Source: an optimization exercise on an open RTL-to-GDS flow (aim: a short achievable clock period and few clock cycles). Production flows keep margins and buffers that such runs may drop.
Function was checked by simulation only, so behaviour that the tests miss may differ from the original.

try-maple:
## sprite_sequencer
module sprite_sequencer #(
    parameter int MAX_SPRITES  = 16,
    parameter int NUM_FRAMES   = 512,
    parameter int WIDTH        = 1280,
    parameter int HEIGHT       = 720,
    parameter int ANIM_DIV     = 6,
    parameter int MAX_ANIM_LEN = 8,
    localparam int IW = $clog2(MAX_SPRITES),
    localparam int FW = $clog2(NUM_FRAMES),
    localparam int XW = $clog2(WIDTH),
    localparam int YW = $clog2(HEIGHT),
    localparam int LW = $clog2(MAX_ANIM_LEN + 1)
) (
    input  logic          clk_pixel,
    input  logic          sys_rst,
    input  logic          new_frame,
    input  logic          wr_en,
    input  logic [IW-1:0] wr_index,
    input  logic          wr_active,
    input  logic [XW-1:0] wr_x,
    input  logic [YW-1:0] wr_y,
    input  logic [FW-1:0] wr_base_frame,
    input  logic [LW-1:0] wr_anim_len,
    input  logic          sprite_ready,
    output logic          sprite_valid,
    output logic [XW-1:0] sprite_x,
    output logic [YW-1:0] sprite_y,
    output logic [FW-1:0] sprite_frame_number,
    output logic [IW-1:0] sprite_index,
    output logic          busy,
    output logic          list_done,
    output logic          overrun
);
Size in the first run: about 2900 cells after synthesis, ~840 flip-flops, about 82 I/O pins, about 37000 µm² of cells after synthesis.
==> module sprite_sequencer, before the edit <==
module sprite_sequencer #(
    parameter int MAX_SPRITES  = 16,
    parameter int NUM_FRAMES   = 512,
    parameter int WIDTH        = 1280,
    parameter int HEIGHT       = 720,
    parameter int ANIM_DIV     = 6,
    parameter int MAX_ANIM_LEN = 8,
    localparam int IW = $clog2(MAX_SPRITES),
    localparam int FW = $clog2(NUM_FRAMES),
    localparam int XW = $clog2(WIDTH),
    localparam int YW = $clog2(HEIGHT),
    localparam int LW = $clog2(MAX_ANIM_LEN + 1)
) (
    input  logic          clk_pixel,
    input  logic          sys_rst,
    input  logic          new_frame,
    input  logic          wr_en,
    input  logic [IW-1:0] wr_index,
    input  logic          wr_active,
    input  logic [XW-1:0] wr_x,
    input  logic [YW-1:0] wr_y,
    input  logic [FW-1:0] wr_base_frame,
    input  logic [LW-1:0] wr_anim_len,
    input  logic          sprite_ready,
    output logic          sprite_valid,
    output logic [XW-1:0] sprite_x,
    output logic [YW-1:0] sprite_y,
    output logic [FW-1:0] sprite_frame_number,
    output logic [IW-1:0] sprite_index,
    output logic          busy,
    output logic          list_done,
    output logic          overrun
);
    localparam int N  = MAX_SPRITES;
    localparam int DW = (ANIM_DIV > 1) ? $clog2(ANIM_DIV) : 1;
    logic          busy_reg;
    logic [DW-1:0] div_reg;
    logic          step_reg;
    logic          overrun_reg;
    logic          list_done_reg;
    logic          valid_reg;
    logic [XW-1:0] x_reg;
    logic [YW-1:0] y_reg;
    logic [FW-1:0] frame_reg;
    logic [IW-1:0] index_reg;
    logic [N-1:0]  mask_reg;
    logic [N-1:0]  adv_pend_reg;
    logic [N-1:0]  act_next;
    logic [XW-1:0] x_arr     [N];
    logic [YW-1:0] y_arr     [N];
    logic [FW-1:0] frame_arr [N];
    logic          start, late_start, out_free, take, mask_any, scan_end, step_now;
    logic [N-1:0]  low, below, pick;
    always_comb begin
        below[0] = 1'b0;
        for (int i = 1; i < N; i++) below[i] = below[i-1] | mask_reg[i-1];
    end
    assign low      = mask_reg & ~below;
    assign mask_any = |mask_reg;
    assign start      = !busy_reg && new_frame;
    assign late_start = start && wr_en && !below[wr_index];
    assign out_free   = !valid_reg || sprite_ready;
    assign take       = (busy_reg && out_free) || (start && !late_start);
    assign pick       = take ? low : '0;
    assign scan_end   = busy_reg && out_free && !mask_any;
    assign step_now   = busy_reg ? step_reg : (div_reg == DW'(ANIM_DIV - 1));
    genvar gi;
    generate
        for (gi = 0; gi < N; gi++) begin : g_entry
            logic          active_reg;
            logic [XW-1:0] x_e_reg;
            logic [YW-1:0] y_e_reg;
            logic [FW-1:0] base_reg;
            logic [FW-1:0] frame_e_reg;
            logic [LW-1:0] len_reg;
            logic [LW-1:0] phase_reg;
            logic          wr_hit;
            logic          wrap;
            logic [LW-1:0] phase_inc;
            assign wr_hit    = wr_en && (wr_index == IW'(gi));
            assign phase_inc = phase_reg + LW'(1);
            assign wrap      = (phase_inc >= ((len_reg == '0) ? LW'(1) : len_reg));
            always_ff @(posedge clk_pixel or posedge sys_rst) begin
                if (sys_rst) begin
                    active_reg <= 1'b0;
                end else if (wr_hit) begin
                    active_reg <= wr_active;
                end
            end
            always_ff @(posedge clk_pixel) begin
                if (wr_hit) begin
                    x_e_reg     <= wr_x;
                    y_e_reg     <= wr_y;
                    base_reg    <= wr_base_frame;
                    frame_e_reg <= wr_base_frame;
                    len_reg     <= wr_anim_len;
                    phase_reg   <= '0;
                end else if (adv_pend_reg[gi]) begin
                    phase_reg   <= wrap ? '0 : phase_inc;
                    frame_e_reg <= wrap ? base_reg : frame_e_reg + FW'(1);
                end
            end
            assign act_next[gi]  = wr_hit ? wr_active : active_reg;
            assign x_arr[gi]     = x_e_reg;
            assign y_arr[gi]     = y_e_reg;
            assign frame_arr[gi] = frame_e_reg;
        end
    endgenerate
    logic [XW-1:0] x_sel;
    logic [YW-1:0] y_sel;
    logic [FW-1:0] frame_sel;
    logic [IW-1:0] index_sel;
    always_comb begin
        x_sel     = '0;
        y_sel     = '0;
        frame_sel = '0;
        index_sel = '0;
        for (int i = 0; i < N; i++) begin
            x_sel     = x_sel     | (x_arr[i]     & {XW{low[i]}});
            y_sel     = y_sel     | (y_arr[i]     & {YW{low[i]}});
            frame_sel = frame_sel | (frame_arr[i] & {FW{low[i]}});
            index_sel = index_sel | (IW'(i)       & {IW{low[i]}});
        end
    end
    always_ff @(posedge clk_pixel or posedge sys_rst) begin
        if (sys_rst) begin
            busy_reg      <= 1'b0;
            div_reg       <= '0;
            step_reg      <= 1'b0;
            overrun_reg   <= 1'b0;
            list_done_reg <= 1'b0;
            mask_reg      <= '0;
            valid_reg     <= 1'b0;
            adv_pend_reg  <= '0;
        end else begin
            list_done_reg <= scan_end;
            adv_pend_reg  <= step_now ? pick : '0;
            if (busy_reg && new_frame) begin
                overrun_reg <= 1'b1;
            end
            if (start) begin
                busy_reg <= 1'b1;
                if (div_reg == DW'(ANIM_DIV - 1)) begin
                    div_reg  <= '0;
                    step_reg <= 1'b1;
                end else begin
                    div_reg  <= div_reg + DW'(1);
                    step_reg <= 1'b0;
                end
            end else if (scan_end) begin
                busy_reg <= 1'b0;
            end
            if (take && mask_any) begin
                mask_reg  <= (busy_reg ? mask_reg : act_next) & ~low;
                valid_reg <= 1'b1;
            end else begin
                if (!busy_reg || scan_end) begin
                    mask_reg <= act_next;
                end
                if (take) begin
                    valid_reg <= 1'b0;
                end
            end
        end
    end
    logic          load_out;
    logic [XW-1:0] x_next;
    logic [YW-1:0] y_next;
    logic [FW-1:0] frame_next;
    logic [IW-1:0] index_next;
    assign load_out   = take && mask_any;
    assign x_next     = (x_sel     & {XW{load_out}}) | (x_reg     & {XW{!load_out}});
    assign y_next     = (y_sel     & {YW{load_out}}) | (y_reg     & {YW{!load_out}});
    assign frame_next = (frame_sel & {FW{load_out}}) | (frame_reg & {FW{!load_out}});
    assign index_next = (index_sel & {IW{load_out}}) | (index_reg & {IW{!load_out}});
    always_ff @(posedge clk_pixel) begin
        x_reg     <= x_next;
        y_reg     <= y_next;
        frame_reg <= frame_next;
        index_reg <= index_next;
    end
    assign sprite_valid        = valid_reg;
    assign sprite_x            = x_reg;
    assign sprite_y            = y_reg;
    assign sprite_frame_number = frame_reg;
    assign sprite_index        = index_reg;
    assign busy                = busy_reg;
    assign list_done           = list_done_reg;
    assign overrun             = overrun_reg;
endmodule
clock: 6.0 ns
lec_check: 0
abc_clock_period_in_ps: 2000
cap_margin: 20
core_margin: 2
core_utilization: 50
cts_cluster_diameter: 100
cts_cluster_size: 30
setup_slack_margin: 3.6
slew_margin: 20
tns_end_percent: 100
run.sh (not shown) runs the stock make flow with config.mk's settings and CLKGATE_MAP_FILE= SYNTH_SCRIPT=/design/flow/synth_recipe.tcl, a recipe that flattens the netlist after the stock synthesis.
Testbench counts of try-maple, summed over its fixed seeds: cycles 50,115.
For try-delta, these inputs were changed with respect to try-maple:
--- a/flow/design.v
+++ b/flow/design.v
@@ -161,25 +161,17 @@
                     valid_reg <= 1'b0;
                 end
             end
         end
     end
-    logic          load_out;
-    logic [XW-1:0] x_next;
-    logic [YW-1:0] y_next;
-    logic [FW-1:0] frame_next;
-    logic [IW-1:0] index_next;
-    assign load_out   = take && mask_any;
-    assign x_next     = (x_sel     & {XW{load_out}}) | (x_reg     & {XW{!load_out}});
-    assign y_next     = (y_sel     & {YW{load_out}}) | (y_reg     & {YW{!load_out}});
-    assign frame_next = (frame_sel & {FW{load_out}}) | (frame_reg & {FW{!load_out}});
-    assign index_next = (index_sel & {IW{load_out}}) | (index_reg & {IW{!load_out}});
     always_ff @(posedge clk_pixel) begin
-        x_reg     <= x_next;
-        y_reg     <= y_next;
-        frame_reg <= frame_next;
-        index_reg <= index_next;
+        if (take && mask_any) begin
+            x_reg     <= x_sel;
+            y_reg     <= y_sel;
+            frame_reg <= frame_sel;
+            index_reg <= index_sel;
+        end
     end
     assign sprite_valid        = valid_reg;
     assign sprite_x            = x_reg;
     assign sprite_y            = y_reg;
     assign sprite_frame_number = frame_reg;
==> comparison <==
Every stage of the flow completed for try-delta, and the final layout passed the timing, DRC and antenna checks.
As far as y dimension of the die is concerned, try-delta and try-maple perform about the same.
The core utilization in try-delta was lower than what try-maple gave.
Going from try-maple to try-delta, synthesized cell count went down; number of global-route vias before repair lost 884; die area saw little to no change; total wire length after detailed routing has decreased.
Re multi-input logic area: try-maple was higher than try-delta.
Testbench counts of try-delta, summed over its fixed seeds: cycles 50,115.

static timing again, ports no longer ideal:
The results above use ideal ports. As a check the final layouts listed here were re-extracted and re-timed, cells and wires unchanged. Step 1: set_driving_cell puts a clkbuf_16 on clk_pixel and a buf_2 on each other input, an assumption about the parent block. Step 2 moves the port delays by t, midway between the first and last clock arrival at a register: inputs arrive t later, outputs are due t later. That takes back most of the time a late clock gives input paths. Three values: ideal ports, drivers, drivers and shift; two values: the first two.
run | t, ns | setup slack, ns | slew at the worst register clock pin (ns)
try-maple | 0.667 | 3.434 / 3.391 / 2.723 | 0.12 / 0.12
try-delta | 0.663 | 3.451 / 3.385 / 2.865 | 0.12 / 0.12
After both steps setup and hold are still met in every run listed. The setup slack of try-maple, which loses most, moves by -0.043 ns with the drivers and by -0.711 ns with both steps.
